What follows belongs to an exercise in optimizing a design on an open flow for small area, a short achievable clock period and few clock cycles per item; a production flow would make more cautious choices. Only simulation tests tie the RTL to the original design; equivalence was not proved. Power and IR drop assume default switching activity.

--- flow/design.v ---
package ssrs_pkg;
    localparam int POS_W      = 20;
    localparam int SPEED_W    = 17;
    localparam int STOP_W     = 16;
    localparam int CONFIRM_W  = 8;
    localparam int SEQ_W      = 32;
    localparam int STREAK_O_W = 16;
    localparam int IN_DATA_W  = 120;
    localparam int OUT_DATA_W = 48;
    localparam int CFG_IDX_W  = 8;
endpackage
module ssrs_mod_step #(
    parameter int R = 0
) (
    input  logic [19:0] x_i,
    input  logic [19:0] len,
    input  logic        hz,
    input  logic        en,
    output logic [19:0] x_o
);
    logic [R:0]   trial;
    logic [R+1:0] diff;
    logic         ge;
    always_comb
    begin
        trial = x_i[19:19-R];
        diff  = {1'b0, trial} - {1'b0, len[R:0]};
        ge    = en && hz && !diff[R+1];
        x_o   = x_i;
        x_o[19:19-R] = ge ? diff[R:0] : trial;
    end
endmodule
module safe_stop_release_supervisor_top #(
    parameter int POS_BITS    = 20,
    parameter int STREAK_BITS = 16
) (
    input  logic                                clk,
    input  logic                                rst_n,
    input  logic [1:0]                          s_tuser,
    input  logic [ssrs_pkg::IN_DATA_W-1:0]      s_tdata,
    input  logic                                s_tvalid,
    output logic                                s_tready,
    output logic [ssrs_pkg::OUT_DATA_W-1:0]     m_tdata,
    output logic                                m_tvalid,
    input  logic                                m_tready,
    input  logic                                cfg_valid,
    output logic                                cfg_ready,
    input  logic [ssrs_pkg::CFG_IDX_W-1:0]      cfg_index,
    input  logic [ssrs_pkg::POS_W-1:0]          cfg_data
);
    localparam logic [19:0] CUT = 20'b1010_1010_1010_1010_1010;
    localparam int F_V   = 0;    
    localparam int F_EV  = 1;    
    localparam int F_ACT = 2;    
    localparam int F_AV  = 3;    
    localparam int F_CAN = 4;    
    localparam int F_STP = 5;    
    localparam int F_CI  = 6;    
    localparam int F_CH  = 7;    
    localparam int F_NEG = 8;    
    localparam int FW    = 9;
    logic advance;
    logic out_valid;
    assign advance   = !out_valid || m_tready;
    assign s_tready  = advance;
    assign cfg_ready = 1'b1;
    logic [3:0]  cfg_we;
    logic [19:0] cfg_wdata;
    logic [19:0] track_len;
    logic [19:0] pass_margin;
    logic [15:0] stop_speed;
    logic [7:0]  confirm;
    always_ff @(posedge clk or negedge rst_n)
    begin
        if (!rst_n)
            cfg_we <= '0;
        else
            for (int i = 0; i < 4; i++)
                cfg_we[i] <= cfg_valid && (cfg_index == 8'(i));
    end
    always_ff @(posedge clk)
        cfg_wdata <= cfg_data;
    always_ff @(posedge clk or negedge rst_n)
    begin
        if (!rst_n)
        begin
            track_len   <= '0;
            pass_margin <= '0;
            stop_speed  <= '0;
            confirm     <= 8'd1;
        end
        else
        begin
            if (cfg_we[0]) track_len   <= cfg_wdata;
            if (cfg_we[1]) pass_margin <= cfg_wdata;
            if (cfg_we[2]) stop_speed  <= cfg_wdata[15:0];
            if (cfg_we[3]) confirm     <= cfg_wdata[7:0];
        end
    end
    logic        l0_v;
    logic [1:0]  l0_kind;
    logic [19:0] l0_pos;      
    logic [19:0] l0_dng;
    logic [16:0] l0_spd;
    logic [3:0]  l0_flg;      
    logic [31:0] l0_frm;
    always_ff @(posedge clk or negedge rst_n)
    begin
        if (!rst_n)
            l0_v <= 1'b0;
        else if (advance)
            l0_v <= s_tvalid && (s_tuser != 2'd3);
    end
    always_ff @(posedge clk)
    begin
        if (advance)
        begin
            l0_kind <= s_tuser;
            l0_pos  <= s_tuser[0] ? s_tdata[92:73] : s_tdata[19:0];
            l0_dng  <= s_tdata[112:93];
            l0_spd  <= s_tdata[36:20];
            l0_flg  <= s_tdata[40:37];
            l0_frm  <= s_tdata[72:41];
        end
    end
    logic        latched;
    logic [19:0] start;
    logic [31:0] lf_cand;
    logic        lf_zero;      
    logic        s1_ev, s1_act, s1_rst;
    logic [20:0] s1_d;
    logic [19:0] s1_mag;
    logic [17:0] s1_ssum;
    logic        s1_stop;
    logic        s1_cc;
    logic        s1_fdiff;
    logic [19:0] s1_x;
    logic [FW-1:0] s1_f;
    always_comb
    begin
        s1_ev   = l0_v && (l0_kind == 2'd0);
        s1_act  = l0_v && (l0_kind == 2'd1);
        s1_rst  = l0_v && (l0_kind == 2'd2);
        s1_d    = {1'b0, l0_pos} - {1'b0, start};
        s1_mag  = s1_d[19:0] ^ {20{s1_d[20]}};
        s1_ssum = {l0_spd[16], l0_spd} + {2'b00, stop_speed};
        s1_stop = l0_spd[16] ? !s1_ssum[17] : (l0_spd[15:0] <= stop_speed);
        s1_cc   = s1_stop && !l0_flg[2] && l0_flg[3];
        s1_fdiff = lf_zero ? (l0_frm != 32'd0) : (l0_frm != lf_cand);
        if (s1_ev)
            s1_x = s1_mag;
        else if (s1_act)
            s1_x = l0_dng;
        else
            s1_x = '0;
        s1_f        = '0;
        s1_f[F_V]   = l0_v;
        s1_f[F_EV]  = s1_ev;
        s1_f[F_ACT] = latched;
        s1_f[F_AV]  = l0_flg[0];
        s1_f[F_CAN] = l0_flg[1];
        s1_f[F_STP] = s1_stop;
        s1_f[F_CI]  = s1_cc && s1_fdiff;
        s1_f[F_CH]  = s1_cc && !s1_fdiff;
        s1_f[F_NEG] = s1_d[20];
    end
    always_ff @(posedge clk or negedge rst_n)
    begin
        if (!rst_n)
            latched <= 1'b0;
        else if (advance)
        begin
            if (s1_act)
                latched <= 1'b1;
            else if (s1_rst)
                latched <= 1'b0;
        end
    end
    always_ff @(posedge clk)
    begin
        if (advance)
        begin
            if (s1_act)
                start <= l0_pos;
            if (s1_act || s1_rst)
                lf_zero <= 1'b1;
            else if (s1_ev && latched)
                lf_zero <= !s1_cc;
            if (s1_ev && latched)
                lf_cand <= l0_frm;
        end
    end
    logic [19:0] hz;
    always_comb
        for (int r = 0; r < 20; r++)
            hz[r] = (r == 19) ? 1'b1 : ((track_len >> (r + 1)) == 20'd0);
    logic [20:0][19:0]   xi;
    logic [19:0][19:0]   xo;
    logic [20:0][FW-1:0] fi;
    assign xi[0] = s1_x;
    assign fi[0] = s1_f;
    for (genvar r = 0; r < 20; r++)
    begin : g_row
        ssrs_mod_step #(.R(r)) u_step (
            .x_i (xi[r]),
            .len (track_len),
            .hz  (hz[r]),
            .en  (fi[r][F_EV]),
            .x_o (xo[r])
        );
        if (CUT[r])
        begin : g_reg
            logic          v_q;
            logic [FW-1:1] f_q;
            logic [19:0]   x_q;
            always_ff @(posedge clk or negedge rst_n)
            begin
                if (!rst_n)
                    v_q <= 1'b0;
                else if (advance)
                    v_q <= fi[r][F_V];
            end
            always_ff @(posedge clk)
            begin
                if (advance)
                begin
                    f_q <= fi[r][FW-1:1];
                    x_q <= xo[r];
                end
            end
            assign xi[r+1] = x_q;
            assign fi[r+1] = {f_q, v_q};
        end
        else
        begin : g_wire
            assign xi[r+1] = xo[r];
            assign fi[r+1] = fi[r];
        end
    end
    logic [19:0]   e_r;
    logic [FW-1:0] e_f;
    logic          e_load, e_eva;
    logic [19:0]   danger;
    logic [19:0]   danger_next;
    logic [20:0]   pneed;          
    logic [21:0]   lp;             
    logic          c1, c2, c3, c4, passed;
    logic [15:0]   avoid, clear;
    logic [15:0]   avoid_next, clear_next;
    logic [7:0]    need;
    logic          cb, cc;
    assign e_r    = xi[20];
    assign e_f    = fi[20];
    assign e_load = e_f[F_V] && !e_f[F_EV];
    assign e_eva  = e_f[F_V] && e_f[F_EV] && e_f[F_ACT];
    always_comb
    begin
        danger_next = (advance && e_load) ? e_r : danger;
        lp   = {2'b00, track_len} - {1'b0, pneed};
        c1   = {e_r, 1'b0} < {1'b0, track_len};
        c2   = {1'b0, e_r} >= pneed;
        c3   = {e_r, 1'b1} >= {1'b0, track_len};
        c4   = !lp[21] && ({2'b00, e_r} < lp);
        passed = (track_len != 20'd0) && (e_f[F_NEG] ? (c3 && c4) : (c1 && c2));
        if (e_load)
            avoid_next = '0;
        else if (e_eva)
            avoid_next = e_f[F_AV] ? ((avoid == 16'hFFFF) ? avoid : avoid + 16'd1) : 16'd0;
        else
            avoid_next = avoid;
        if (e_load)
            clear_next = '0;
        else if (e_eva)
            clear_next = e_f[F_CI] ? ((clear == 16'hFFFF) ? clear : clear + 16'd1)
                       : (e_f[F_CH] ? clear : 16'd0);
        else
            clear_next = clear;
        need = (confirm == 8'd0) ? 8'd1 : confirm;
        cb   = e_f[F_CAN] && (avoid_next >= {8'd0, need});
        cc   = clear_next >= {8'd0, need};
    end
    always_ff @(posedge clk)
    begin
        danger <= danger_next;
        pneed  <= {1'b0, danger_next} + {1'b0, pass_margin};
    end
    logic       o_act, o_pass, o_stp, o_b, o_c, o_ok, o_ho;
    logic [1:0] o_cause;
    always_ff @(posedge clk or negedge rst_n)
    begin
        if (!rst_n)
        begin
            out_valid <= 1'b0;
            avoid     <= '0;
            clear     <= '0;
        end
        else if (advance)
        begin
            out_valid <= e_f[F_V] && e_f[F_EV];
            avoid     <= avoid_next;
            clear     <= clear_next;
        end
    end
    always_ff @(posedge clk)
    begin
        if (advance)
        begin
            o_act   <= e_eva;
            o_pass  <= e_eva && passed;
            o_stp   <= e_eva && e_f[F_STP];
            o_b     <= e_eva && cb;
            o_c     <= e_eva && cc;
            o_ok    <= e_eva && (passed || cb || cc);
            o_ho    <= !e_eva || passed || (!cb && cc);
            o_cause <= !e_eva ? 2'd0 : passed ? 2'd1 : cb ? 2'd2 : cc ? 2'd3 : 2'd0;
        end
    end
    assign m_tvalid = out_valid;
    assign m_tdata  = {6'd0, clear, avoid, o_ho, o_cause, o_ok, o_c, o_b, o_pass, o_stp, o_pass, o_act};
endmodule
--- flow/constraint.sdc ---
create_clock -name core_clock -period 8.0 [get_ports {clk}]
set_input_delay 1.6000 -clock core_clock [delete_from_list [all_inputs] [get_ports {clk}]]
set_output_delay 1.6000 -clock core_clock [all_outputs]
set_load 0.01 [all_outputs]
--- flow/config.mk ---
export PLATFORM = sky130hd
export DESIGN_NAME = safe_stop_release_supervisor_top
export DESIGN_NICKNAME = safe_stop_release_supervisor_top
export VERILOG_FILES = /design/flow/design.v
export SDC_FILE = /design/flow/constraint.sdc
export NUM_CORES = 4
export LEC_CHECK = 0
export CAP_MARGIN = 20
export CORE_MARGIN = 2
export CORE_UTILIZATION = 40
export SLEW_MARGIN = 20
--- flow/run.sh ---
#!/bin/bash
# synth_recipe.tcl (not shown) runs the flow's synth.tcl, then flattens the netlist and writes it again
# the make line also repeats each setting of config.mk as NAME=value (left out here)
make -C /OpenROAD-flow-scripts/flow DESIGN_CONFIG=/design/flow/config.mk WORK_HOME=/design/flow/orfs CLKGATE_MAP_FILE= SYNTH_SCRIPT=/design/flow/synth_recipe.tcl finish
==> run summary, run 1 <==
Final Hold Vio Count 0; # port buffers 191; total grt overflow 0; vias per inst 5.18; type of element capturing the critical path flop; Seq/Total Area, Yosys 0.456; Finished Layout Cells 4984; Post-synth EDFFs 437; period utilization 0.808; Total GRT Usage 0.175; top_reg_cell synth edfxtp_1; CTS tree done; starting density of the core 0.403; Ports 206; RePlAce Congestion 0.844; CTS resizes 0; Required @ worst endpoint 8.37 ns; CTS clk-pin slew, worst paths 0.06 ns; Mean Syn Cell Area 10.9 sq um; Setup TNS Final 0 ns; max_cap viols 0; Critical Path Source track_len[3]$_DFFE_PN0P_; clock buffer depth 3; FF-to-FF setup slack 1.54 ns; crit path max fanout 21; reg2reg start track_len[3]$_DFFE_PN0P_; biggest area consumer among synthesized cells edfxtp_1; antenna violations before repair 1; leakage 17.8 nW; synthesized netlist cell count 3451; final WL 84500 um; clock sinks 611; Starting DRT DRC Count 1289; die extent in x 311 um; Area contributors post-synth edfxtp_1, ha_1, dfrtp_1; Yosys top cell area share 0.349; remaining antenna violation count 0; dpl hpwl 62500 um; Reg2Reg Depth 18; RSZ-0062 raised after global routing false; Die Y 311 um; Max VDD drop 208 uV; Clock Skew 0.0356 ns; layout cell share with drive strength beyond 1 0.109; highest clock rate 155 MHz; Max Slew Vio Count 0; WHS 0.400 ns; floorplan core area 93300 sq um; synthesized flop and latch total 611; Num CTS Buffers 70; Skew-Pair Late Insertion Delay 0.62 ns; worst slew pin tran 1.04 ns; final worst slack 1.54 ns; Core Rows 112; H-tree depth 3; FF-to-FF End g_row[17].g_reg.x_q[12]$_DFFE_PP_; FFs w/ async S/R, synth 0.185; drt pass-1 iters 6; antenna fix cells 0; global-route wire length before repair 137000 um; post-place setup slack 1.46 ns; most frequent cells in the layout edfxtp_1, ha_1, nand2_1; Residual DRC 0; mapped cell area 37600 sq um; Netlist cell types 98; Slew HR 0.306; Setup CP Type reg2reg; WL per Instance 16.9 um; Filler Cell Count 8598; vias in the first global route 25900; Root Buffer clkbuf_16; largest net degree at the start of global routing 183; setup bufs post-CTS 0; hold_buf cts 0; Critical Path AT 6.84 ns; fin nets 4230; crit path capture g_row[17].g_reg.x_q[12]$_DFFE_PP_; Critical Path Source Type flop; Syn. warnings 21; Syn-to-layout area delta 15.3%; PwrDens 435 nW/um^2; outcome timing/DRC/antenna clean; hold crit path type reg2reg; Final min period 6.46 ns; setup violators final 0; routed vias 25800; die area 96500 sq um; dpl cells 4857; commonest non-fill, non-tap cell in the layout edfxtp_1
## kinds of logic (layout without fill, tap and decap cells)
logic type / count (synthesis) / count (layout) / share of synthesized area
compound gates: 738 / 738 / 0.128
xor+xnor: 240 / 240 / 0.0559
fa+ha+maj: 400 / 400 / 0.137
buf+inv: 314 / 588 / 0.0338
flops: 611 / 611 / 0.456
mux: 257 / 257 / 0.0762
other cells: 2 / 7 / 0.000200
simple gates: 889 / 889 / 0.113
## worst min-delay path by stage
stage	startpoint	cells after the start	endpoint
3_3_place_gp	g_row[1].g_reg.x_q[0]$_DFFE_PP_	0	g_row[3].g_reg.x_q[0]$_DFFE_PP_
5_1_grt	g_row[9].g_reg.x_q[7]$_DFFE_PP_	0	g_row[11].g_reg.x_q[7]$_DFFE_PP_
3_5_place_dp	g_row[9].g_reg.f_q[6]$_DFFE_PP_	0	g_row[11].g_reg.f_q[6]$_DFFE_PP_
6_report	g_row[9].g_reg.x_q[7]$_DFFE_PP_	0	g_row[11].g_reg.x_q[7]$_DFFE_PP_
4_1_cts	g_row[9].g_reg.x_q[7]$_DFFE_PP_	0	g_row[11].g_reg.x_q[7]$_DFFE_PP_
2_1_floorplan	g_row[9].g_reg.f_q[2]$_DFFE_PP_	0	g_row[11].g_reg.f_q[2]$_DFFE_PP_
## cell usage after synthesis (17+ instances only)
cell type / number
o21ai_0: 193
nand2_1: 301
a21boi_0: 17
fa_1: 22
mux2i_1: 42
dfrtp_1: 112
inv_1: 231
and3_1: 20
edfxtp_1: 437
a211oi_1: 18
a21o_1: 83
clkbuf_1: 45
nor2b_1: 58
nor2_1: 201
xnor2_1: 143
nand2b_1: 45
xor2_1: 97
nor3_1: 66
nand3_1: 58
a31oi_1: 22
o211ai_1: 18
ha_1: 378
o31ai_1: 22
nor4_1: 22
or2_2: 17
o21a_1: 48
mux2_2: 205
dfxtp_1: 61
a21oi_1: 172
nand4_1: 33
## worst max-delay path: stages, from the launching register on
cell and delay (ns):
dfrtp_1 0.47, inv_1 0.27, ha_1 0.39, a21boi_1 0.30, o41ai_1 0.14, o31ai_1 0.47, o21ai_1 0.23, o21ai_2 0.50
mux2_2 0.44, fa_1 0.43, nand2b_1 0.16, a21boi_0 0.25, o21a_1 0.19, o211ai_1 0.15, a211o_1 0.35, a211o_1 0.27
nand3_1 0.71, nor2b_1 0.10, a221o_1 0.37
## metal layers
| layer | wire [um] | global-route usage | vias up |
|---|---|---|---|
| li1 | - | - | 13100 |
| met1 | 38900 | 0.228 | 12200 |
| met2 | 40200 | 0.299 | 433 |
| met3 | 3130 | 0.0267 | 119 |
| met4 | 2200 | 0.0523 | 2 |
| met5 | 13 | 0 | - |
## cell type report
| cell class | count | area, sq um | share of cell area |
|---|---|---|---|
| inverters | 233 | 882 | 0.0203 |
| clock buffers | 86 | 1820 | 0.0420 |
| well taps | 1254 | 1570 | 0.0362 |
| repair buffers | 228 | 2220 | 0.0511 |
| flip-flops and latches | 611 | 17200 | 0.396 |
| multi-input cells | 2531 | 19200 | 0.444 |
| clock inverters | 41 | 465 | 0.0107 |
## through the flow
stage	area, sq um	utilization	total power [W]
6_report	43400	0.465	0.0189
2_1_floorplan	37600	-	0.0135
3_5_place_dp	41100	0.440	0.0157
3_3_place_gp	41100	0.440	0.0155
4_1_cts	43400	0.465	0.0190
5_1_grt	43400	0.465	0.0206
## power by group
part	switching (W)	internal [W]	leakage [nW]
logic	0.00533	0.00482	10.0
clock network	0.00133	0.00187	1.11
registers	0.000610	0.00490	6.70
total	0.00728	0.0116	17.8
## flip-flops by register name (all words and copies together), names as in the netlist, 4 cells and up
register and count:
start 20, l0_flg 4, pneed 21, avoid 16, g_row.g_reg.f_q 80, clear 16, l0_pos 20, l0_dng 20
stop_speed 16, cfg_we 4, l0_spd 17, lf_cand 32, danger 20, track_len 20, l0_frm 32, confirm 8
g_row.g_reg.x_q 200, cfg_wdata 20, pass_margin 20, g_row.g_reg.v_q 10
Testbench counts, summed over its fixed seeds: cycles 24,096, items 23,331.
==> inputs of run 2 (changes only) <==
--- a/flow/config.mk
+++ b/flow/config.mk
@@ -5,7 +5,9 @@
 export SDC_FILE = /design/flow/constraint.sdc
 export NUM_CORES = 4
 export LEC_CHECK = 0
+export ABC_CLOCK_PERIOD_IN_PS = 2800
 export CAP_MARGIN = 20
 export CORE_MARGIN = 2
 export CORE_UTILIZATION = 40
+export SETUP_SLACK_MARGIN = 5
 export SLEW_MARGIN = 20
==> run 2 against run 1 <==
Against the previous run: setup slack better by 1.1 ns; critical path type unchanged; final cell count up 5.9%; global-route usage up 1.4 points; core utilization is 5.7 points higher; sequential power is 0.7% lower; fmax is 20% higher; first-iteration DRC count increased by 29%; via count up 6.3%; area after synthesis unchanged.
==> run summary, run 2 <==
Crit path buffers/inverters 5; Post-synth EDFFs 437; Area contributors post-synth edfxtp_1, ha_1, dfrtp_1; Synth top cells by count edfxtp_1, ha_1, nand2_1; Psw 0.00858 W; Max stage delay on crit path 0.47 ns; dpl hpwl 62000 um; CTS clk-pin slew, worst paths 0.06 ns; antenna violations before repair 2; Sw Ratio 0.383; Largest regs g_row.g_reg.x_q: 200 flops, g_row.g_reg.f_q: 80 flops; Final min period 5.36 ns; Skew-Pair Late Insertion Delay 0.62 ns; most flop-heavy register g_row.g_reg.x_q; Max VDD drop 246 uV; CTS tree done; Final Hold Vio Count 0; Setup CP Type reg2reg; starting density of the core 0.403; vias per inst 5.20; # port buffers 191; FFs w/ async S/R, synth 0.185; leakage 20.3 nW; commonest non-fill, non-tap cell in the layout edfxtp_1; Clock Skew 0.0492 ns; Reg2Reg Depth 23; Critical Path Source Type flop; synthesized flop and latch total 611; clock buffer depth 3; Total GRT Usage 0.189; WL per Instance 17.8 um; Slew HR 0.307; hold depth 0; setup violators final 0; worst slew pin tran 1.03 ns; mapped cell area 37600 sq um; crit path max fanout 8; max_cap viols 0; Core Rows 112; Finished Cell Area 48700 sq um; CP Depth 23; fin nets 4522; largest net degree at the start of global routing 85; synthesized netlist cell count 3451; Required @ worst endpoint 8.34 ns; outcome timing/DRC/antenna clean; RePlAce Congestion 0.830; die area 96500 sq um; top_reg_cell synth edfxtp_1; max reg flops 200; Max Slew Vio Count 0; floorplan core area 93300 sq um; Root Buffer clkbuf_16; clock share of power 0.148; final WL 93800 um; hold crit path type reg2reg; Critical Path AT 5.70 ns; critical-path cell list clkinvlp_4, buf_12, ha_1, nor2b_4, o21ai_2, a21boi_2, o41ai_4, buf_4, o31ai_4, o21ai_2, o21ai_4, buf_12, mux2_4, fa_2, nand2b_4, a21boi_4, o21a_1, o211ai_1, a211o_1, a211o_4, nand3_4, buf_6, mux2_4; Syn. warnings 21; RSZ-0062 raised after global routing true; Reg power frac 0.244; die extent in x 311 um; routed vias 27500; remaining antenna violation count 0; Die Y 311 um; highest clock rate 186 MHz; Pint 0.0138 W; Mean Syn Cell Area 10.9 sq um; type of element capturing the critical path flop; most frequent cells in the layout edfxtp_1, ha_1, nand2_1; WHS 0.402 ns; total grt overflow 0; vias in the first global route 26900; combinational group share of total power 0.608; global-route wire length before repair 146000 um; Yosys top cell area share 0.349; drt pass-1 iters 5; Syn-to-layout area delta 29.3%; CP max-delay cell dfrtp_4; total chip power 0.0224 W; Residual DRC 0; layout cell share with drive strength beyond 1 0.263; Num CTS Buffers 70; fin util 0.521; most frequent cell after synthesis edfxtp_1; PwrDens 461 nW/um^2; period utilization 0.671; clock sinks 611; biggest area consumer among synthesized cells edfxtp_1; Starting DRT DRC Count 1659; Ports 206; family with the most delay on the worst path compound AO/OA/AOI/OAI gates; Area after DPL 41400 sq um; H-tree depth 3; Seq/Total Area, Yosys 0.456; Netlist cell types 98; Setup TNS Final 0 ns
run 2: cell counts after synthesis:
No cell type changed its count.
run 2: kinds of logic (layout without fill, tap and decap cells):
group,Yosys count,count (layout),share of synthesized area
AO/OA/AOI/OAI,738,738,0.128
XOR/XNOR,240,240,0.0559
adder cells (fa/ha/maj),400,400,0.137
buffers and inverters,314,879,0.0338
flip-flops,611,611,0.456
multiplexers,257,257,0.0762
other,2,9,0.000200
AND/OR/NAND/NOR,889,892,0.113
run 2: repair_timing:
item / 4_1_cts / 5_1_grt
endpoints found under the setup margin: 662 / 301
cloned: 15 / 2
endpoints found under the hold margin: 0 / 0
pin swaps: 175 / 106
gates resized for setup: 537 / 179
hold buffers: 0 / 0
buffers inserted: 214 / 61
run 2: power by group through the flow:
stage,sequential (W),combinational [W],clock [W]
final,0.00547,0.0136,0.00332
after floorplan,0.00528,0.00866,0
after global placement,0.00553,0.0103,0
after CTS,0.00548,0.0126,0.00340
after detailed placement,0.00555,0.0104,0
after global routing,0.00558,0.0150,0.00353
run 2: layout make-up:
| class | count | area [sq um] |
|---|---|---|
| Antenna cell | 2 | 5.00 |
| Clock buffer | 94 | 1920 |
| Clock inverter | 35 | 500 |
| Fill cell | 8311 | 44700 |
| Inverter | 233 | 932 |
| Multi-Input combinational cell | 2534 | 21600 |
| Sequential cell | 611 | 17200 |
| Tap cell | 1254 | 1570 |
| Timing Repair Buffer | 516 | 4900 |
| Timing Repair inverter | 1 | 6.26 |
run 2: metal layers:
metal	up-vias	global-route usage	wire (um)
met4	0	0.0553	2440
met3	132	0.0319	4390
met2	544	0.308	43700
met1	13100	0.257	43200
li1	13700	-	-
met5	-	0	0
run 2: final timing paths:
path | from | slack [ns] | end
max reg2reg | track_len[1]$_DFFE_PN0P_ | 2.64 | g_row[17].g_reg.x_q[10]$_DFFE_PP_
max | track_len[1]$_DFFE_PN0P_ | 2.64 | g_row[17].g_reg.x_q[10]$_DFFE_PP_
max in group asynchronous | rst_n | 5.49 | track_len[1]$_DFFE_PN0P_
min in group asynchronous | rst_n | 0.99 | stop_speed[13]$_DFFE_PN0P_
min | g_row[3].g_reg.x_q[8]$_DFFE_PP_ | 0.40 | g_row[5].g_reg.x_q[8]$_DFFE_PP_
min reg2reg | g_row[3].g_reg.x_q[8]$_DFFE_PP_ | 0.40 | g_row[5].g_reg.x_q[8]$_DFFE_PP_
run 2: per-stage QoR:
step,setup WS (ns),std cells
after detailed placement,1.44,4857
after global routing,2.46,5280
after CTS,2.67,5215
after floorplan,2.24,3456
after global placement,1.47,4857
final,2.64,5280
==> inputs of run 3 (changes only) <==
--- a/flow/design.v
+++ b/flow/design.v
@@ -18,16 +18,57 @@
     input  logic        en,
     output logic [19:0] x_o
 );
-    logic [R:0]   trial;
-    logic [R+1:0] diff;
-    logic         ge;
+    logic [R:0] trial;
+    logic [R:0] diff;
+    logic       nb;
+    logic       ge;
+    assign trial = x_i[19:19-R];
+    ssrs_add #(.N(R + 1)) u_sub (
+        .a  (trial),
+        .b  (~len[R:0]),
+        .ci (1'b1),
+        .s  (diff),
+        .co (nb)
+    );
     always_comb
     begin
-        trial = x_i[19:19-R];
-        diff  = {1'b0, trial} - {1'b0, len[R:0]};
-        ge    = en && hz && !diff[R+1];
-        x_o   = x_i;
-        x_o[19:19-R] = ge ? diff[R:0] : trial;
+        ge  = en && hz && nb;
+        x_o = x_i;
+        x_o[19:19-R] = ge ? diff : trial;
+    end
+endmodule
+module ssrs_add #(
+    parameter int N = 8
+) (
+    input  logic [N-1:0] a,
+    input  logic [N-1:0] b,
+    input  logic         ci,
+    output logic [N-1:0] s,
+    output logic         co
+);
+    logic [N-1:0] g, p, x;
+    logic [N-1:0] gg, pp;
+    logic [N:0]   c;
+    always_comb
+    begin
+        x  = a ^ b;
+        g  = a & b;
+        p  = a | b;
+        g[0] = g[0] | (p[0] & ci);
+        gg = g;
+        pp = p;
+        for (int k = 0; (1 << k) < N; k++)
+            for (int i = 0; i < N; i++)
+                if (((i >> k) & 1) == 1)
+                begin
+                    gg[i] = gg[i] | (pp[i] & gg[((i >> k) << k) - 1]);
+                    pp[i] = pp[i] & pp[((i >> k) << k) - 1];
+                end
+        c[0] = ci;
+        for (int i = 0; i < N; i++)
+            c[i+1] = gg[i];
+        s  = x ^ c[N-1:0];
+        co = c[N];
     end
 endmodule
 module safe_stop_release_supervisor_top #(
@@ -130,21 +171,30 @@
     logic        s1_ev, s1_act, s1_rst;
     logic [20:0] s1_d;
     logic [19:0] s1_mag;
-    logic [17:0] s1_ssum;
     logic        s1_stop;
     logic        s1_cc;
     logic        s1_fdiff;
     logic [19:0] s1_x;
     logic [FW-1:0] s1_f;
+    logic [19:0] s1_dd;
+    logic        s1_ge;
+    logic [16:0] s1_nsum;
+    logic [15:0] s1_psum;
+    logic        s1_nstop, s1_pstop;
+    ssrs_add #(.N(20)) u_dist (
+        .a (l0_pos), .b (~start), .ci (1'b1), .s (s1_dd), .co (s1_ge));
+    ssrs_add #(.N(17)) u_nspd (
+        .a ({1'b0, stop_speed}), .b (l0_spd), .ci (1'b0), .s (s1_nsum), .co (s1_nstop));
+    ssrs_add #(.N(16)) u_pspd (
+        .a (stop_speed), .b (~l0_spd[15:0]), .ci (1'b1), .s (s1_psum), .co (s1_pstop));
     always_comb
     begin
         s1_ev   = l0_v && (l0_kind == 2'd0);
         s1_act  = l0_v && (l0_kind == 2'd1);
         s1_rst  = l0_v && (l0_kind == 2'd2);
-        s1_d    = {1'b0, l0_pos} - {1'b0, start};
+        s1_d    = {!s1_ge, s1_dd};
         s1_mag  = s1_d[19:0] ^ {20{s1_d[20]}};
-        s1_ssum = {l0_spd[16], l0_spd} + {2'b00, stop_speed};
-        s1_stop = l0_spd[16] ? !s1_ssum[17] : (l0_spd[15:0] <= stop_speed);
+        s1_stop = l0_spd[16] ? s1_nstop : s1_pstop;
         s1_cc   = s1_stop && !l0_flg[2] && l0_flg[3];
         s1_fdiff = lf_zero ? (l0_frm != 32'd0) : (l0_frm != lf_cand);
         if (s1_ev)
@@ -243,46 +293,59 @@
     logic [19:0]   danger;
     logic [19:0]   danger_next;
     logic [20:0]   pneed;          
-    logic [21:0]   lp;             
     logic          c1, c2, c3, c4, passed;
     logic [15:0]   avoid, clear;
     logic [15:0]   avoid_next, clear_next;
     logic [7:0]    need;
-    logic          cb, cc;
+    logic          cb, cc, cb_ge, cc_ge;
     assign e_r    = xi[20];
     assign e_f    = fi[20];
     assign e_load = e_f[F_V] && !e_f[F_EV];
     assign e_eva  = e_f[F_V] && e_f[F_EV] && e_f[F_ACT];
+    logic [15:0] avoid_inc, clear_inc, ge_s0, ge_s1;
+    logic        avoid_max, clear_max;
+    logic [20:0] c_s1, c_s2, c_s3, c_s5;
+    logic [20:0] lp_s;
+    logic        ge1, ge_lp, lp_ok;
+    logic [20:0] pneed_s;
+    logic        pneed_c;
+    ssrs_add #(.N(21)) u_c1 (.a ({e_r, 1'b0}), .b (~{1'b0, track_len}), .ci (1'b1), .s (c_s1), .co (ge1));
+    ssrs_add #(.N(21)) u_c2 (.a ({1'b0, e_r}), .b (~pneed), .ci (1'b1), .s (c_s2), .co (c2));
+    ssrs_add #(.N(21)) u_c3 (.a ({e_r, 1'b1}), .b (~{1'b0, track_len}), .ci (1'b1), .s (c_s3), .co (c3));
+    ssrs_add #(.N(21)) u_lp (.a ({1'b0, track_len}), .b (~pneed), .ci (1'b1), .s (lp_s), .co (lp_ok));
+    ssrs_add #(.N(21)) u_c4 (.a ({1'b0, e_r}), .b (~lp_s), .ci (1'b1), .s (c_s5), .co (ge_lp));
+    ssrs_add #(.N(16)) u_ainc (.a (avoid), .b (16'd0), .ci (1'b1), .s (avoid_inc), .co (avoid_max));
+    ssrs_add #(.N(16)) u_cinc (.a (clear), .b (16'd0), .ci (1'b1), .s (clear_inc), .co (clear_max));
+    ssrs_add #(.N(16)) u_cb (.a (avoid_next), .b (~{8'd0, need}), .ci (1'b1), .s (ge_s0), .co (cb_ge));
+    ssrs_add #(.N(16)) u_cc (.a (clear_next), .b (~{8'd0, need}), .ci (1'b1), .s (ge_s1), .co (cc_ge));
+    ssrs_add #(.N(20)) u_pn (.a (danger_next), .b (pass_margin), .ci (1'b0), .s (pneed_s[19:0]), .co (pneed_c));
     always_comb
     begin
         danger_next = (advance && e_load) ? e_r : danger;
-        lp   = {2'b00, track_len} - {1'b0, pneed};
-        c1   = {e_r, 1'b0} < {1'b0, track_len};
-        c2   = {1'b0, e_r} >= pneed;
-        c3   = {e_r, 1'b1} >= {1'b0, track_len};
-        c4   = !lp[21] && ({2'b00, e_r} < lp);
+        c1   = !ge1;
+        c4   = lp_ok && !ge_lp;
         passed = (track_len != 20'd0) && (e_f[F_NEG] ? (c3 && c4) : (c1 && c2));
         if (e_load)
             avoid_next = '0;
         else if (e_eva)
-            avoid_next = e_f[F_AV] ? ((avoid == 16'hFFFF) ? avoid : avoid + 16'd1) : 16'd0;
+            avoid_next = e_f[F_AV] ? (avoid_max ? avoid : avoid_inc) : 16'd0;
         else
             avoid_next = avoid;
         if (e_load)
             clear_next = '0;
         else if (e_eva)
-            clear_next = e_f[F_CI] ? ((clear == 16'hFFFF) ? clear : clear + 16'd1)
+            clear_next = e_f[F_CI] ? (clear_max ? clear : clear_inc)
                        : (e_f[F_CH] ? clear : 16'd0);
         else
             clear_next = clear;
         need = (confirm == 8'd0) ? 8'd1 : confirm;
-        cb   = e_f[F_CAN] && (avoid_next >= {8'd0, need});
-        cc   = clear_next >= {8'd0, need};
+        cb   = e_f[F_CAN] && cb_ge;
+        cc   = cc_ge;
     end
     always_ff @(posedge clk)
     begin
         danger <= danger_next;
-        pneed  <= {1'b0, danger_next} + {1'b0, pass_margin};
+        pneed  <= {pneed_c, pneed_s[19:0]};
     end
     logic       o_act, o_pass, o_stp, o_b, o_c, o_ok, o_ho;
     logic [1:0] o_cause;
--- a/flow/config.mk
+++ b/flow/config.mk
@@ -5,7 +5,7 @@
 export SDC_FILE = /design/flow/constraint.sdc
 export NUM_CORES = 4
 export LEC_CHECK = 0
-export ABC_CLOCK_PERIOD_IN_PS = 2800
+export ABC_CLOCK_PERIOD_IN_PS = 3000
 export CAP_MARGIN = 20
 export CORE_MARGIN = 2
 export CORE_UTILIZATION = 40
==> run 3 against run 2 <==
Against the previous run: final cell count up 3.1%; core utilization up 0.15 points; clock-buffer cell count up 1; cell area up 3.9%; synthesized cell count up 2.8%; area after synthesis up 3.8%; largest cell class unchanged.
==> run summary, run 3 <==
Max stage delay on crit path 0.48 ns; reg2reg start track_len[0]$_DFFE_PN0P_; largest net degree at the start of global routing 153; final WL 94000 um; layout cell share with drive strength beyond 1 0.253; Hold Path Origin g_row[3].g_reg.x_q[3]$_DFFE_PN_; Clock Skew 0.0683 ns; Max Slew Vio Count 0; fin nets 4819; CP max-delay cell a2111o_1; RePlAce Congestion 0.858; Required @ worst endpoint 8.33 ns; clock buffer depth 3; routed wl met2 44800 um; max_cap viols 0; Root Buffer clkbuf_16; PwrDens 343 nW/um^2; Seq/Total Area, Yosys 0.440; leakage 21.5 nW; max layer used met5; die extent in x 316 um; Netlist cell types 105; Setup CP Type reg2reg; routed vias 27400; most frequent CP cell a21oi_4; WL per Instance 17.3 um; Max VDD drop 197 uV; Die Y 316 um; total chip power 0.0173 W; Skew-Pair Late Insertion Delay 0.66 ns; Critical Path Source Type flop; remaining antenna violation count 0; Syn-to-layout area delta 29.4%; type of element capturing the critical path flop; Num CTS Buffers 73; Yosys top cell area share 0.336; Final min period 5.94 ns; met3 WL 4040 um; biggest area consumer among synthesized cells edfxtp_1; Slew HR 0.305; Ports 206; synthesized netlist cell count 3548; final worst slack 2.06 ns; Post-Route M1 WL 42700 um; antenna fix cells 0; total grt overflow 0; Finished Layout Cells 5444; Setup TNS Final 0 ns; floorplan core area 96700 sq um; worst slew pin tran 1.04 ns; most frequent cell after synthesis ha_1; Area contributors post-synth edfxtp_1, ha_1, dfrtp_1; period utilization 0.743; post-place setup slack 1.09 ns; Final Hold Vio Count 0; hold crit path type reg2reg; CTS clk-pin slew, worst paths 0.06 ns; RSZ-0062 raised after global routing true; dpl hpwl 61600 um; setup violators final 0; starting density of the core 0.404; vias in the first global route 27000; most flop-heavy register g_row.g_reg.x_q; max reg flops 200; global-route wire length before repair 146000 um; Post-synth EDFFs 437; Mean Syn Cell Area 11.0 sq um; most frequent cells in the layout ha_1, edfxtp_1, inv_1; Syn. warnings 42; synthesized flop and latch total 611; Largest regs g_row.g_reg.x_q: 200 flops, g_row.g_reg.f_q: 80 flops; Starting DRT DRC Count 1567; mapped cell area 39100 sq um; crit path max fanout 8; Critical Path AT 6.28 ns; vias per inst 5.04; top_reg_cell synth edfxtp_1; highest clock rate 168 MHz; outcome timing/DRC/antenna clean; clock sinks 611; Core Rows 114; FFs w/ async S/R, synth 0.185; commonest non-fill, non-tap cell in the layout ha_1; dpl cells 4990; Residual DRC 0; Critical Path Source track_len[0]$_DFFE_PN0P_; drt pass-1 iters 5; Synth top cells by count ha_1, inv_1, edfxtp_1; Total GRT Usage 0.183; H-tree depth 3; CTS tree done; antenna violations before repair 2; die area 100000 sq um; hold_buf cts 0; # port buffers 191
==> run 3: routing by layer <==
metal / GRT usage / up-vias
li1: - / 13500
met1: 0.246 / 13200
met2: 0.304 / 573
met3: 0.0282 / 154
met4: 0.0594 / 4
met5: 0 / -
==> run 3: repair_timing <==
action                     in CTS  in global routing
setup buffers                 188                111
gates cloned                   14                  5
pin swaps                     165                187
resized for setup             419                273
hold endpoints to repair        0                  0
setup endpoints to repair     565                200
==> run 3: power by group <==
| part | total [W] | internal [W] | switching [W] |
|---|---|---|---|
| Sequential | 0.00555 | 0.00483 | 0.000725 |
| Clock | 0.00342 | 0.00200 | 0.00142 |
| Combinational | 0.00836 | 0.00398 | 0.00438 |
| Total | 0.0173 | 0.0108 | 0.00653 |
==> run 3: metrics by stage <==
step	area (sq um)	hold WS, ns	util
floorplan	39400	0.400	-
global placement	42900	0.400	0.444
detailed placement	42900	0.405	0.444
CTS	48500	0.398	0.502
global route	50600	0.408	0.523
finish	50600	0.399	0.523
==> run 3: worst paths after layout <==
kind                                                      to  slack, ns  depth (start not counted)
setup / recovery           g_row[19].g_reg.x_q[15]$_DFFE_PN_       2.06                         31
hold / removal               g_row[5].g_reg.x_q[3]$_DFFE_PN_       0.40                          0
setup reg to reg           g_row[19].g_reg.x_q[15]$_DFFE_PN_       2.06                         31
hold reg to reg              g_row[5].g_reg.x_q[3]$_DFFE_PN_       0.40                          0
max in group asynchronous              clear[10]$_DFFE_PN0N_       5.53                          2
min in group asynchronous          track_len[19]$_DFFE_PN0P_       0.97                          1
==> run 3: area by class of cell <==
type	instances	area, sq um
timing repair buffer	564	5410
clock inverter	41	503
inverter	463	1810
clock buffer	95	2000
multi-input combinational	2390	22000
timing repair inverter	4	40.0
tap	1276	1600
fill	8544	46100
sequential	611	17200
==> run 3: cell families (layout without fill, tap and decap cells) <==
kind of cell             count (synthesis)  after routing  share of synthesized area
XOR/XNOR                               211            211                     0.0473
flip-flops                             611            611                      0.440
buffers and inverters                  555           1167                     0.0561
other                                    2              7                   0.000192
AO/OA/AOI/OAI                          642            645                      0.110
AND/OR/NAND/NOR                        738            738                     0.0897
adder cells (fa/ha/maj)                581            581                      0.201
multiplexers                           208            208                     0.0557
==> run 3: critical path, delay by kind of cell (launching register included) <==
family / cells / cell delay (ns)
multiplexers: 1 / 0.10
flip-flops: 1 / 0.43
buffers and inverters: 7 / 0.90
adder cells (fa/ha/maj): 3 / 0.78
AND/OR/NAND/NOR: 3 / 0.24
AO/OA/AOI/OAI: 17 / 3.14
Testbench counts of run 3, summed over its fixed seeds: cycles 24,096, items 23,331.
==> inputs of run 4 (changes only) <==
--- a/flow/design.v
+++ b/flow/design.v
@@ -89,7 +89,7 @@
     input  logic [ssrs_pkg::CFG_IDX_W-1:0]      cfg_index,
     input  logic [ssrs_pkg::POS_W-1:0]          cfg_data
 );
-    localparam logic [19:0] CUT = 20'b1010_1010_1010_1010_1010;
+    localparam logic [19:0] CUT = 20'b1111_1111_1111_1110_0100;
     localparam int F_V   = 0;    
     localparam int F_EV  = 1;    
     localparam int F_ACT = 2;    
@@ -100,10 +100,12 @@
     localparam int F_CH  = 7;    
     localparam int F_NEG = 8;    
     localparam int FW    = 9;
-    logic advance;
+    logic advance;         
     logic out_valid;
-    assign advance   = !out_valid || m_tready;
-    assign s_tready  = advance;
+    logic skid_valid;
+    logic rdy_q;           
+    assign advance   = !skid_valid;
+    assign s_tready  = rdy_q;
     assign cfg_ready = 1'b1;
     logic [3:0]  cfg_we;
     logic [19:0] cfg_wdata;
@@ -302,80 +304,137 @@
     assign e_f    = fi[20];
     assign e_load = e_f[F_V] && !e_f[F_EV];
     assign e_eva  = e_f[F_V] && e_f[F_EV] && e_f[F_ACT];
-    logic [15:0] avoid_inc, clear_inc, ge_s0, ge_s1;
-    logic        avoid_max, clear_max;
     logic [20:0] c_s1, c_s2, c_s3, c_s5;
     logic [20:0] lp_s;
     logic        ge1, ge_lp, lp_ok;
-    logic [20:0] pneed_s;
+    logic [19:0] pneed_s;
     logic        pneed_c;
     ssrs_add #(.N(21)) u_c1 (.a ({e_r, 1'b0}), .b (~{1'b0, track_len}), .ci (1'b1), .s (c_s1), .co (ge1));
     ssrs_add #(.N(21)) u_c2 (.a ({1'b0, e_r}), .b (~pneed), .ci (1'b1), .s (c_s2), .co (c2));
     ssrs_add #(.N(21)) u_c3 (.a ({e_r, 1'b1}), .b (~{1'b0, track_len}), .ci (1'b1), .s (c_s3), .co (c3));
     ssrs_add #(.N(21)) u_lp (.a ({1'b0, track_len}), .b (~pneed), .ci (1'b1), .s (lp_s), .co (lp_ok));
     ssrs_add #(.N(21)) u_c4 (.a ({1'b0, e_r}), .b (~lp_s), .ci (1'b1), .s (c_s5), .co (ge_lp));
-    ssrs_add #(.N(16)) u_ainc (.a (avoid), .b (16'd0), .ci (1'b1), .s (avoid_inc), .co (avoid_max));
-    ssrs_add #(.N(16)) u_cinc (.a (clear), .b (16'd0), .ci (1'b1), .s (clear_inc), .co (clear_max));
-    ssrs_add #(.N(16)) u_cb (.a (avoid_next), .b (~{8'd0, need}), .ci (1'b1), .s (ge_s0), .co (cb_ge));
-    ssrs_add #(.N(16)) u_cc (.a (clear_next), .b (~{8'd0, need}), .ci (1'b1), .s (ge_s1), .co (cc_ge));
-    ssrs_add #(.N(20)) u_pn (.a (danger_next), .b (pass_margin), .ci (1'b0), .s (pneed_s[19:0]), .co (pneed_c));
+    ssrs_add #(.N(20)) u_pn (.a (danger_next), .b (pass_margin), .ci (1'b0), .s (pneed_s), .co (pneed_c));
     always_comb
     begin
         danger_next = (advance && e_load) ? e_r : danger;
-        c1   = !ge1;
-        c4   = lp_ok && !ge_lp;
+        c1     = !ge1;
+        c4     = lp_ok && !ge_lp;
         passed = (track_len != 20'd0) && (e_f[F_NEG] ? (c3 && c4) : (c1 && c2));
-        if (e_load)
-            avoid_next = '0;
-        else if (e_eva)
-            avoid_next = e_f[F_AV] ? (avoid_max ? avoid : avoid_inc) : 16'd0;
-        else
-            avoid_next = avoid;
-        if (e_load)
-            clear_next = '0;
-        else if (e_eva)
-            clear_next = e_f[F_CI] ? (clear_max ? clear : clear_inc)
-                       : (e_f[F_CH] ? clear : 16'd0);
-        else
-            clear_next = clear;
-        need = (confirm == 8'd0) ? 8'd1 : confirm;
-        cb   = e_f[F_CAN] && cb_ge;
-        cc   = cc_ge;
     end
     always_ff @(posedge clk)
     begin
         danger <= danger_next;
-        pneed  <= {pneed_c, pneed_s[19:0]};
+        pneed  <= {pneed_c, pneed_s};
     end
-    logic       o_act, o_pass, o_stp, o_b, o_c, o_ok, o_ho;
-    logic [1:0] o_cause;
+    localparam int T_ACT = 0;
+    localparam int T_PAS = 1;
+    localparam int T_STP = 2;
+    localparam int T_AV  = 3;
+    localparam int T_CAN = 4;
+    localparam int T_CI  = 5;
+    localparam int T_CH  = 6;
+    localparam int T_ZB  = 7;
+    logic       pz;
+    logic [7:0] tok_p;
+    logic       tok_pv;
+    logic [7:0] skid_tok;
+    logic [7:0] t;
+    logic       or_free, load_or, to_skid;
+    logic [15:0] base_a, base_c;
+    logic [15:0] avoid_inc, clear_inc, ge_s0, ge_s1;
+    logic        avoid_max, clear_max;
+    always_comb
+    begin
+        tok_pv = advance && e_f[F_V] && e_f[F_EV];
+        tok_p  = {pz, e_f[F_CH], e_f[F_CI], e_f[F_CAN], e_f[F_AV], e_f[F_STP], passed, e_f[F_ACT]};
+        or_free = !out_valid || m_tready;
+        to_skid = !or_free && tok_pv;
+        load_or = or_free && (skid_valid || tok_pv);
+        t       = skid_valid ? skid_tok : tok_p;
+        base_a  = t[T_ZB] ? 16'd0 : avoid;
+        base_c  = t[T_ZB] ? 16'd0 : clear;
+    end
+    ssrs_add #(.N(16)) u_ainc (.a (avoid), .b (16'd0), .ci (1'b1), .s (avoid_inc), .co (avoid_max));
+    ssrs_add #(.N(16)) u_cinc (.a (clear), .b (16'd0), .ci (1'b1), .s (clear_inc), .co (clear_max));
+    always_comb
+    begin
+        if (!t[T_ACT])
+            avoid_next = base_a;
+        else if (!t[T_AV])
+            avoid_next = 16'd0;
+        else if (t[T_ZB])
+            avoid_next = 16'd1;
+        else
+            avoid_next = avoid_max ? avoid : avoid_inc;
+        if (!t[T_ACT])
+            clear_next = base_c;
+        else if (t[T_CH])
+            clear_next = base_c;
+        else if (!t[T_CI])
+            clear_next = 16'd0;
+        else if (t[T_ZB])
+            clear_next = 16'd1;
+        else
+            clear_next = clear_max ? clear : clear_inc;
+        need = (confirm == 8'd0) ? 8'd1 : confirm;
+    end
+    ssrs_add #(.N(16)) u_cb (.a (avoid_next), .b (~{8'd0, need}), .ci (1'b1), .s (ge_s0), .co (cb_ge));
+    ssrs_add #(.N(16)) u_cc (.a (clear_next), .b (~{8'd0, need}), .ci (1'b1), .s (ge_s1), .co (cc_ge));
+    assign cb = t[T_ACT] && t[T_CAN] && cb_ge;
+    assign cc = t[T_ACT] && cc_ge;
     always_ff @(posedge clk or negedge rst_n)
     begin
         if (!rst_n)
         begin
-            out_valid <= 1'b0;
-            avoid     <= '0;
-            clear     <= '0;
+            pz         <= 1'b0;
+            skid_valid <= 1'b0;
+            rdy_q      <= 1'b1;
+            out_valid  <= 1'b0;
+            avoid      <= '0;
+            clear      <= '0;
         end
-        else if (advance)
+        else
         begin
-            out_valid <= e_f[F_V] && e_f[F_EV];
-            avoid     <= avoid_next;
-            clear     <= clear_next;
+            if (advance && e_load)
+                pz <= 1'b1;
+            else if (tok_pv)
+                pz <= 1'b0;
+            if (or_free && skid_valid)
+            begin
+                skid_valid <= 1'b0;
+                rdy_q      <= 1'b1;
+            end
+            else if (to_skid)
+            begin
+                skid_valid <= 1'b1;
+                rdy_q      <= 1'b0;
+            end
+            if (or_free)
+                out_valid <= skid_valid || tok_pv;
+            if (load_or)
+            begin
+                avoid <= avoid_next;
+                clear <= clear_next;
+            end
         end
     end
+    logic       o_act, o_pass, o_stp, o_b, o_c, o_ok, o_ho;
+    logic [1:0] o_cause;
     always_ff @(posedge clk)
     begin
-        if (advance)
+        if (to_skid)
+            skid_tok <= tok_p;
+        if (load_or)
         begin
-            o_act   <= e_eva;
-            o_pass  <= e_eva && passed;
-            o_stp   <= e_eva && e_f[F_STP];
-            o_b     <= e_eva && cb;
-            o_c     <= e_eva && cc;
-            o_ok    <= e_eva && (passed || cb || cc);
-            o_ho    <= !e_eva || passed || (!cb && cc);
-            o_cause <= !e_eva ? 2'd0 : passed ? 2'd1 : cb ? 2'd2 : cc ? 2'd3 : 2'd0;
+            o_act   <= t[T_ACT];
+            o_pass  <= t[T_ACT] && t[T_PAS];
+            o_stp   <= t[T_ACT] && t[T_STP];
+            o_b     <= cb;
+            o_c     <= cc;
+            o_ok    <= t[T_ACT] && (t[T_PAS] || cb || cc);
+            o_ho    <= !t[T_ACT] || t[T_PAS] || (!cb && cc);
+            o_cause <= !t[T_ACT] ? 2'd0 : t[T_PAS] ? 2'd1 : cb ? 2'd2 : cc ? 2'd3 : 2'd0;
         end
     end
     assign m_tvalid = out_valid;
--- a/flow/config.mk
+++ b/flow/config.mk
@@ -5,7 +5,7 @@
 export SDC_FILE = /design/flow/constraint.sdc
 export NUM_CORES = 4
 export LEC_CHECK = 0
-export ABC_CLOCK_PERIOD_IN_PS = 3000
+export ABC_CLOCK_PERIOD_IN_PS = 2000
 export CAP_MARGIN = 20
 export CORE_MARGIN = 2
 export CORE_UTILIZATION = 40
==> run 4 against run 3 <==
Against the previous run: clock power is 19% higher; non-clock buffer count decreased by 6; total power fell by 18%; worst hold slack improved by 0.014 ns; largest cell class is now sequential cells.
==> run summary, run 4 <==
Crit path buffers/inverters 0; Filler Cell Count 9288; type of element capturing the critical path flop; Area after DPL 48000 sq um; clock buffer depth 3; most frequent cells in the layout edfxtp_1, ha_1, inv_1; family with the most delay on the worst path simple AND/OR/NAND/NOR gates; highest clock rate 166 MHz; Final min period 6.04 ns; routed vias 28800; clock sinks 796; synthesized netlist cell count 3626; Synth top cells by count edfxtp_1, ha_1, inv_1; global-route wire length before repair 160000 um; Syn-to-layout area delta 27.8%; Max Slew Vio Count 0; period utilization 0.755; Finished Cell Area 56100 sq um; hold_buf cts 0; Residual DRC 0; setup violators final 0; Critical Path Source Type flop; Core Rows 121; biggest area consumer among synthesized cells edfxtp_1; top_reg_cell synth edfxtp_1; die area 112000 sq um; Area contributors post-synth edfxtp_1, ha_1, dfrtp_1; worst slew pin tran 1.05 ns; remaining antenna violation count 0; Largest regs g_row.g_reg.x_q: 320 flops, g_row.g_reg.f_q: 128 flops; Num CTS Buffers 87; drt pass-1 iters 7; Setup CP Type reg2reg; outcome timing/DRC/antenna clean; dpl hpwl 62600 um; register area 22700 sq um; Required @ worst endpoint 8.41 ns; # port buffers 191; most flop-heavy register g_row.g_reg.x_q; synthesized flop and latch total 796; commonest non-fill, non-tap cell in the layout edfxtp_1; Clock Skew 0.0564 ns; largest net degree at the start of global routing 86; Post-synth EDFFs 613; CP max-delay cell or4_4; Mean Syn Cell Area 12.1 sq um; Max stage delay on crit path 0.58 ns; Slew HR 0.293; antenna violations before repair 11; CTS clk-pin slew, worst paths 0.06 ns; Syn. warnings 42; most frequent cell after synthesis edfxtp_1; PwrDens 255 nW/um^2; Critical Path AT 6.46 ns; post-synthesis xor/xnor area fraction 0.0412; RePlAce Congestion 0.877; total chip power 0.0143 W; mapped cell area 43900 sq um; Synth Area in Adders 0.179; fin nets 4918; layout cell share with drive strength beyond 1 0.227; simple-gate share of the synthesized area 0.0721; max_cap viols 0; vias per inst 5.06; hold crit path type reg2reg; Skew-Pair Late Insertion Delay 0.69 ns; WL per Instance 18.0 um; Total GRT Usage 0.181; Yosys top cell area share 0.419; Seq/Total Area, Yosys 0.517; RSZ-0062 raised after global routing true; Setup TNS Final 0 ns; area occupied by multi-input gates 21200 sq um; Max VDD drop 177 uV; floorplan core area 109000 sq um; Die Y 335 um; CTS tree done; final WL 103000 um; largest family of logic cells by synthesized area adder cells; Ports 206; starting density of the core 0.403; Netlist cell types 107; Root Buffer clkbuf_16; most frequent CP cell nor2_1; Starting DRT DRC Count 1721; die extent in x 335 um; FFs w/ async S/R, synth 0.153; total grt overflow 0; Final Hold Vio Count 0; leakage 23.1 nW; max reg flops 320; mux share of post-synthesis cell area 0.0508; H-tree depth 3; crit path max fanout 5; vias in the first global route 28800; post-synthesis compound-gate area fraction 0.0932
run 4: cell count changes after synthesis, moves of 27 or more:
cell      delta
edfxtp_1   +176
a21oi_1     -51
o21ai_0     +51
xnor2_1     -34
nor2_1      -27
xor2_1      +27
run 4: through the flow:
| step | worst slack, ns | instances | util | hold WS (ns) |
|---|---|---|---|---|
| 2_1_floorplan | 2.11 | 3631 | - | 0.400 |
| 3_3_place_gp | 1.10 | 5205 | 0.441 | 0.400 |
| 3_5_place_dp | 1.08 | 5205 | 0.441 | 0.405 |
| 4_1_cts | 1.94 | 5622 | 0.503 | 0.414 |
| 5_1_grt | 1.69 | 5696 | 0.515 | 0.419 |
| 6_report | 1.96 | 5696 | 0.515 | 0.413 |
run 4: area by class of cell:
| class | count | share of cell area |
|---|---|---|
| flip-flops and latches | 796 | 0.405 |
| multi-input cells | 2309 | 0.378 |
| repair buffers | 558 | 0.101 |
| clock buffers | 126 | 0.0436 |
| well taps | 1414 | 0.0315 |
| inverters | 452 | 0.0308 |
| clock inverters | 36 | 0.00823 |
| repair inverters | 3 | 0.000870 |
| diodes | 2 | 0.0000892 |
run 4: report_power, final:
part / internal (W) / switching [W]
clock: 0.00235 / 0.00172
sequential: 0.00517 / 0.000451
combinational: 0.00225 / 0.00235
total: 0.00977 / 0.00452
run 4: worst paths after layout:
path                            slack (ns)                                to  cells after the start                             from
worst max-delay path                  1.96  g_row[5].g_reg.x_q[17]$_DFFE_PN_                     29        track_len[18]$_DFFE_PN0P_
worst min-delay path                  0.41   g_row[9].g_reg.x_q[6]$_DFFE_PN_                      0  g_row[8].g_reg.x_q[6]$_DFFE_PN_
worst max register to register        1.96  g_row[5].g_reg.x_q[17]$_DFFE_PN_                     29        track_len[18]$_DFFE_PN0P_
worst min register to register        0.41   g_row[9].g_reg.x_q[6]$_DFFE_PN_                      0  g_row[8].g_reg.x_q[6]$_DFFE_PN_
max in group asynchronous             5.58            skid_valid$_DFFE_PN0P_                      2                            rst_n
min in group asynchronous             0.97              clear[6]$_DFFE_PN0P_                      1                            rst_n
run 4: kinds of logic after synthesis:
kind of cell / Yosys count
DFF: 796
xor gates and xnor gates: 205
other: 2
adders and majority gates: 583
buffers and inverters: 531
and+or+nand+nor: 664
AOI/OAI and AO/OA: 632
muxes: 213
run 4: what timing repair did:
action	4_1_cts	5_1_grt
gates resized for setup	499	174
pin swaps	174	125
endpoints found under the setup margin	591	334
gates cloned	27	2
buffers inserted	228	70
run 4: routing by layer:
layer | part of all wire | track usage
met1 | 0.45 | 0.247
met2 | 0.47 | 0.293
met3 | 0.053 | 0.0336
met4 | 0.027 | 0.0531
met5 | 0.00046 | 0
Testbench counts of run 4, summed over its fixed seeds: cycles 24,144, items 23,331.
==> inputs of run 5 (changes only) <==
--- a/flow/config.mk
+++ b/flow/config.mk
@@ -5,9 +5,9 @@
 export SDC_FILE = /design/flow/constraint.sdc
 export NUM_CORES = 4
 export LEC_CHECK = 0
-export ABC_CLOCK_PERIOD_IN_PS = 2000
+export ABC_CLOCK_PERIOD_IN_PS = 2500
 export CAP_MARGIN = 20
 export CORE_MARGIN = 2
 export CORE_UTILIZATION = 40
-export SETUP_SLACK_MARGIN = 5
+export SETUP_SLACK_MARGIN = 4.5
 export SLEW_MARGIN = 20
==> run 5 against run 4 <==
Against the previous run: flip-flop and latch count unchanged; area after synthesis unchanged; sequential share of layout area is 0.39 points higher; total power decreased by 0.42%; register-to-register slack worse by 0.11 ns; largest power group unchanged; highest routed layer unchanged.
==> run summary, run 5 <==
Max stage delay on crit path 0.57 ns; synthesized netlist cell count 3626; type of element capturing the critical path flop; RePlAce Congestion 0.859; remaining antenna violation count 0; Clock Skew 0.0423 ns; Max VDD drop 213 uV; commonest non-fill, non-tap cell in the layout edfxtp_1; max_cap viols 0; Yosys top cell area share 0.419; highest clock rate 162 MHz; hold crit path type reg2reg; Netlist cell types 107; Critical Path Source Type flop; FF-to-FF setup slack 1.84 ns; outcome timing/DRC/antenna clean; CTS tree done; period utilization 0.769; total grt overflow 0; synthesized flop and latch total 796; Residual DRC 0; dpl cells 5212; vias in the first global route 28600; Starting DRT DRC Count 1704; Mean Syn Cell Area 12.1 sq um; Largest regs g_row.g_reg.x_q: 320 flops, g_row.g_reg.f_q: 128 flops; global-route wire length before repair 159000 um; CP max-delay cell or4_4; max reg flops 320; largest net degree at the start of global routing 83; Die Y 335 um; Synth top cells by count edfxtp_1, ha_1, inv_1; clock sinks 796; die extent in x 335 um; mapped cell area 43900 sq um; Total GRT Usage 0.179; WL per Instance 17.8 um; Syn-to-layout area delta 26.5%; Setup CP Type reg2reg; RSZ-0062 raised after global routing true; biggest area consumer among synthesized cells edfxtp_1; layout cell share with drive strength beyond 1 0.203; Num CTS Buffers 86; Reg2Reg Depth 29; Hold EP g_row[15].g_reg.f_q[2]$_DFFE_PN_; FF-to-FF End g_row[5].g_reg.x_q[17]$_DFFE_PN_; Finished Layout Cells 5666; leakage 22.8 nW; top_reg_cell synth edfxtp_1; Final min period 6.16 ns; Syn. warnings 42; die area 112000 sq um; dpl hpwl 63700 um; fin util 0.510; vias per inst 5.03; hold depth 0; WHS 0.405 ns; worst slew pin tran 1.09 ns; crit path max fanout 5; Filler Cell Count 9369; setup violators final 0; Core Rows 121; antenna violations before repair 6; Seq/Total Area, Yosys 0.517; Max Slew Vio Count 0; drt pass-1 iters 6; fin nets 4887; most flop-heavy register g_row.g_reg.x_q; Setup TNS Final 0 ns; H-tree depth 3; final WL 101000 um; starting density of the core 0.403; PwrDens 256 nW/um^2; Hold Path Origin g_row[14].g_reg.f_q[2]$_DFFE_PN_; Skew-Pair Late Insertion Delay 0.67 ns; Slew HR 0.262; routed vias 28500; Area contributors post-synth edfxtp_1, ha_1, dfrtp_1; Area after DPL 48100 sq um; Critical Path AT 6.56 ns; clock buffer depth 3; Ports 206; most frequent cell after synthesis edfxtp_1; Finished Cell Area 55500 sq um; Final Hold Vio Count 0; most frequent cells in the layout edfxtp_1, ha_1, inv_1; Required @ worst endpoint 8.41 ns; # port buffers 191; floorplan core area 109000 sq um; Root Buffer clkbuf_16; CTS clk-pin slew, worst paths 0.06 ns; FFs w/ async S/R, synth 0.153; reg2reg start track_len[17]$_DFFE_PN0P_; Post-synth EDFFs 613; most frequent CP cell nor2_1
## run 5: worst max path at each step
stage | start | endpoint | slack, ns | depth (start not counted)
3_5_place_dp | track_len[19]$_DFFE_PN0P_ | g_row[5].g_reg.x_q[16]$_DFFE_PN_ | 1.19 | 30
2_1_floorplan | track_len[19]$_DFFE_PN0P_ | g_row[5].g_reg.x_q[16]$_DFFE_PN_ | 2.11 | 31
4_1_cts | track_len[17]$_DFFE_PN0P_ | g_row[5].g_reg.x_q[17]$_DFFE_PN_ | 1.81 | 30
5_1_grt | track_len[17]$_DFFE_PN0P_ | g_row[5].g_reg.x_q[17]$_DFFE_PN_ | 1.48 | 30
3_3_place_gp | track_len[19]$_DFFE_PN0P_ | g_row[5].g_reg.x_q[16]$_DFFE_PN_ | 1.19 | 30
6_report | track_len[17]$_DFFE_PN0P_ | g_row[5].g_reg.x_q[17]$_DFFE_PN_ | 1.84 | 29
## run 5: kinds of logic after synthesis
family | after synthesis | synth area share
simple gates | 664 | 0.0721
buf+inv | 531 | 0.0472
mux | 213 | 0.0508
flops | 796 | 0.517
other cells | 2 | 0.000171
fa+ha+maj | 583 | 0.179
compound gates | 632 | 0.0932
xor+xnor | 205 | 0.0412
## run 5: area by class of cell
class	instances	area, sq um	share of cell area
Multi-Input combinational cell	2308	20800	0.375
Tap cell	1414	1770	0.0319
Antenna cell	4	10.0	0.000180
Sequential cell	796	22700	0.409
Inverter	452	1740	0.0314
Clock buffer	110	2320	0.0418
Clock inverter	50	602	0.0108
Timing Repair Buffer	530	5490	0.0989
Timing Repair inverter	2	32.5	0.000586
## run 5: timing repair
item | CTS | global route
buffers inserted | 196 | 64
setup endpoints to repair | 351 | 285
gates cloned | 30 | 0
hold buffers | 0 | 0
resized for setup | 318 | 88
pin swaps | 152 | 104
endpoints found under the hold margin | 0 | 0
## run 5: routing by layer
layer  wire length [um]  vias up  global-route usage
met3               4390      126              0.0270
li1                   -    13900                   -
met2              47600      576               0.293
met4               1820        4              0.0413
met1              47300    13900               0.251
met5                 24        -                   0
## run 5: power by group
group	total (W)	switching (W)	internal (W)
clock	0.00408	0.00173	0.00235
combinational	0.00450	0.00228	0.00222
sequential	0.00565	0.000484	0.00517
## run 5: per-stage QoR
step / setup slack [ns] / total power [W]
5_1_grt: 1.48 / 0.0151
3_3_place_gp: 1.19 / 0.00914
3_5_place_dp: 1.19 / 0.00925
6_report: 1.84 / 0.0142
2_1_floorplan: 2.11 / 0.00827
4_1_cts: 1.81 / 0.0141
## run 5: critical path: cells and delay by family (launching register included)
kind | cells | cell delay (ns)
AND/OR/NAND/NOR | 20 | 3.67
adder cells (fa/ha/maj) | 3 | 0.91
buffers and inverters | 3 | 0.38
flip-flops | 1 | 0.37
multiplexers | 1 | 0.31
AO/OA/AOI/OAI | 2 | 0.27

-- separate check: timing with driven ports --
How much do the figures lean on ideal ports? The routed layouts below were timed once more, with nothing changed but the port constraints.
Step 1: set_driving_cell puts a clkbuf_16 on clk and a buf_2 on each other input, an assumption about the parent block.
Step 2 adds t to the input delays and takes it off the output delays; t is the mean of the earliest and latest rising clock arrival at the registers after step 1. Input paths then give back, and output paths get back, about the clock's delay inside the block.
Slacks: ideal ports / drivers / drivers and shift; pairs: ideal ports / drivers.
| run | t, ns | setup slack, ns | worst setup path at the end | worst data-port slew with drivers (ns) |
|---|---|---|---|---|
| run 1 | 0.675 | 1.537 / 1.537 / 1.537 | register to register | 0.07 |
| run 2 | 0.681 | 2.635 / 2.635 / 2.635 | register to register | 0.07 |
| run 3 | 0.691 | 2.056 / 2.056 / 2.056 | register to register | 0.09 |
| run 4 | 0.728 | 1.959 / 1.959 / 1.959 | register to register | 0.10 |
| run 5 | 0.718 | 1.845 / 1.845 / 1.845 | register to register | 0.10 |
After both steps setup and hold are still met in every run listed.
